Context: an optimization exercise on an open-source flow, tuned for small area and a short achievable clock period. The choices shown serve that exercise and are no tape-out recipe.
Only simulation tests tie the RTL to the original design; equivalence was not proved.
Power is estimated from default activity; no workload was simulated.

==> module joltage_select_sum, before the edit <==
module joltage_select_sum #(
  parameter int MAX_K = 12,
  parameter int VAL_W = 40,
  parameter int SUM_W = 64,
  parameter int CNT_W = 32,
  localparam int KW   = $clog2(MAX_K+1)
)(
  input  logic             clk,
  input  logic             rst_n,
  input  logic [KW-1:0]    k_sel,
  input  logic [3:0]       in_digit,
  input  logic             in_last,
  input  logic             in_valid,
  output logic             in_ready,
  input  logic             sum_clr,
  output logic             line_valid,
  output logic [VAL_W-1:0] line_value,
  output logic             line_short,
  output logic [SUM_W-1:0] sum_out,
  output logic [CNT_W-1:0] lines_done,
  output logic [2:0]       error
);
  logic [MAX_K-1:0][3:0] dig, cand;
  logic [MAX_K-1:1] shf_q, asc_nxt, shf_nxt;
  logic [VAL_W-1:0] val_p, val_g, va_nxt, vb_nxt;
  logic [VAL_W-1:0] val;
  logic [KW-1:0]    cnt, k_r, k_nxt;
  logic             live, fin, rdy, in_line;
  logic             acc, upd, clr, dig_ok, k_ok, short_l, add_ok;
  logic [VAL_W:0]   add_lo;
  logic [SUM_W-1:0] sum_nxt;
  logic             carry;
  logic [CNT_W-1:0] lines_nxt;
  logic [2:0]       err_set;
  assign in_ready = rdy;
  assign acc      = in_valid && in_ready;
  assign dig_ok   = (in_digit <= 4'd9);
  assign upd      = acc && dig_ok;
  assign clr      = fin || !live;
  assign k_ok     = (k_sel != '0) && (k_sel <= KW'(MAX_K));
  assign short_l  = (cnt < k_r);
  assign add_ok   = fin && !short_l;
  assign k_nxt = in_line ? k_r : (k_ok ? k_sel : KW'(MAX_K));
  always_comb begin
    cand[0] = (shf_q[1] || in_digit > dig[0]) ? in_digit : dig[0];
    for (int j = 1; j < MAX_K; j++)
      cand[j] = shf_q[j] ? dig[j-1] : dig[j];
    for (int j = 1; j < MAX_K; j++)
      asc_nxt[j] = (KW'(j) < k_nxt) && (cand[j] < cand[j-1]);
    shf_nxt[MAX_K-1] = asc_nxt[MAX_K-1];
    for (int j = MAX_K-2; j >= 1; j--)
      shf_nxt[j] = shf_nxt[j+1] | asc_nxt[j];
  end
  jss_bcd2bin u_conv (.d(cand), .va(va_nxt), .vb(vb_nxt));
  assign line_valid = fin;
  assign line_short = fin && short_l;
  assign line_value = add_ok ? val : '0;
  jss_cpa_pg #(.W(VAL_W)) u_val (.p_in(val_p), .g_in(val_g), .s(val));
  jss_cpa_sklansky #(.W(VAL_W+1)) u_add (.a({1'b0, sum_out[VAL_W-1:0]}), .b({1'b0, line_value}), .s(add_lo));
  jss_inc #(.W(SUM_W-VAL_W)) u_inc_hi (.a(sum_out[SUM_W-1:VAL_W]), .ci(add_lo[VAL_W]), .s(sum_nxt[SUM_W-1:VAL_W]), .co(carry));
  assign sum_nxt[VAL_W-1:0] = add_lo[VAL_W-1:0];
  assign lines_nxt = lines_done + CNT_W'(fin);
  assign err_set = {carry,
                    (fin && short_l) || (acc && !in_line && !k_ok),
                    acc && !dig_ok};
  always_ff @(posedge clk or negedge rst_n) begin
    if (!rst_n) begin
      live    <= 1'b0;
      fin     <= 1'b0;
      rdy     <= 1'b0;
    end else begin
      live <= 1'b1;
      fin  <= acc && in_last;
      rdy  <= !(acc && in_last);
    end
  end
  always_ff @(posedge clk) begin
    if (clr) begin
      in_line <= 1'b0;
      dig     <= '0;
      shf_q   <= '0;
      cnt     <= '0;
    end else begin
      if (acc) in_line <= !in_last;
      if (upd) begin
        dig   <= cand;
        shf_q <= shf_nxt;
        if (cnt != KW'(MAX_K)) cnt <= cnt + 1'b1;
      end
    end
  end
  always_ff @(posedge clk) begin
    if (acc && !in_line) k_r <= k_ok ? k_sel : KW'(MAX_K);
    if (upd) begin
      val_p <= va_nxt ^ vb_nxt;
      val_g <= va_nxt & vb_nxt;
    end
  end
  always_ff @(posedge clk or negedge rst_n) begin
    if (!rst_n) begin
      sum_out    <= '0;
      lines_done <= '0;
      error      <= '0;
    end else if (sum_clr) begin
      sum_out    <= '0;
      lines_done <= '0;
      error      <= '0;
    end else begin
      error <= error | err_set;
      lines_done <= lines_nxt;
      sum_out    <= sum_nxt;
    end
  end
endmodule
==> flow/config.mk <==
export PLATFORM = sky130hd
export DESIGN_NAME = joltage_select_sum
export DESIGN_NICKNAME = joltage_select_sum
export VERILOG_FILES = /design/flow/design.v
export SDC_FILE = /design/flow/constraint.sdc
export NUM_CORES = 4
export LEC_CHECK = 0
export CAP_MARGIN = 20
export CORE_MARGIN = 2
export CORE_UTILIZATION = 55
export SETUP_SLACK_MARGIN = 4.3
export SLEW_MARGIN = 20
==> flow/constraint.sdc <==
create_clock -name core_clock -period 9.0 [get_ports {clk}]
set_input_delay 1.8000 -clock core_clock [delete_from_list [all_inputs] [get_ports {clk}]]
set_output_delay 1.8000 -clock core_clock [all_outputs]
set_load 0.01 [all_outputs]
standard.sh (not shown) runs the stock make flow with config.mk's settings and CLKGATE_MAP_FILE= SYNTH_SCRIPT=/design/flow/synth_recipe.tcl, a recipe that flattens the netlist after the stock synthesis.
==> flow/flow/run.sh <==
#!/bin/bash
set -euo pipefail
export BUFFER_PORTS_ARGS="-buffer_cell sky130_fd_sc_hd__buf_1"
export CTS_ARGS="-sink_clustering_enable -repair_clock_nets -dont_use_dummy_load -sink_clustering_size 24 -sink_clustering_max_diameter 100"
bash standard.sh finish > standard_flow.log 2>&1
Change:
--- a/flow/design.v
+++ b/flow/design.v
@@ -37,19 +37,24 @@
   assign dig_ok   = (in_digit <= 4'd9);
   assign upd      = acc && dig_ok;
   assign clr      = fin || !live;
   assign k_ok     = (k_sel != '0) && (k_sel <= KW'(MAX_K));
   assign short_l  = (cnt < k_r);
   assign add_ok   = fin && !short_l;
+  function automatic logic dig_lt(input logic [3:0] a, input logic [3:0] b);
+    logic lt3;
+    lt3 = a[2:0] < b[2:0];
+    dig_lt = (!a[3] && (b[3] || lt3)) || (b[3] && lt3);
+  endfunction
   assign k_nxt = in_line ? k_r : (k_ok ? k_sel : KW'(MAX_K));
   always_comb begin
     cand[0] = (shf_q[1] || in_digit > dig[0]) ? in_digit : dig[0];
     for (int j = 1; j < MAX_K; j++)
       cand[j] = shf_q[j] ? dig[j-1] : dig[j];
     for (int j = 1; j < MAX_K; j++)
-      asc_nxt[j] = (KW'(j) < k_nxt) && (cand[j] < cand[j-1]);
+      asc_nxt[j] = (KW'(j) < k_nxt) && dig_lt(cand[j], cand[j-1]);
     shf_nxt[MAX_K-1] = asc_nxt[MAX_K-1];
     for (int j = MAX_K-2; j >= 1; j--)
       shf_nxt[j] = shf_nxt[j+1] | asc_nxt[j];
   end
   jss_bcd2bin u_conv (.d(cand), .va(va_nxt), .vb(vb_nxt));
   assign line_valid = fin;
Result:
- sequential power is about the same
- synthesized area decreases slightly
- design area decreases slightly
- combinational power barely changes
- clock-buffer cell count does not change
- wire length decreases by a few percent
- via count increases slightly
- total power decreases slightly
- die area decreases slightly
- critical path depth increases by 1
- worst setup slack degrades by 0.081 ns
- register-to-register slack degrades by 0.05 ns
- synthesized cell count decreases slightly
- cell count decreases slightly

==> what the ideal ports hide <==
No port has a modelled driver above. Below, the same layouts with a new extraction and two added sets of constraints.
Step 1: set_driving_cell puts a clkbuf_16 on clk and a buf_2 on each other input, an assumption about the parent block.
Step 2 also shifts input and output timing later by t, the mid clock arrival at the registers, as if the neighbouring blocks saw the same clock.
Three values: ideal ports, drivers, drivers and shift; two values: the first two.
run	shift t [ns]	setup WS [ns]	worst setup path after step 2	latest minus earliest clock arrival (ns)	pins driven straight from the clock port
the first run	0.526	4.367 / 4.316 / 3.950	input to register	0.042 / 0.042	1
the second run	0.536	4.286 / 4.233 / 3.993	input to register	0.021 / 0.021	1
After both steps every run listed still meets setup and hold. The setup slack of the first run, which loses most, moves by -0.051 ns with the drivers and by -0.417 ns with both steps.
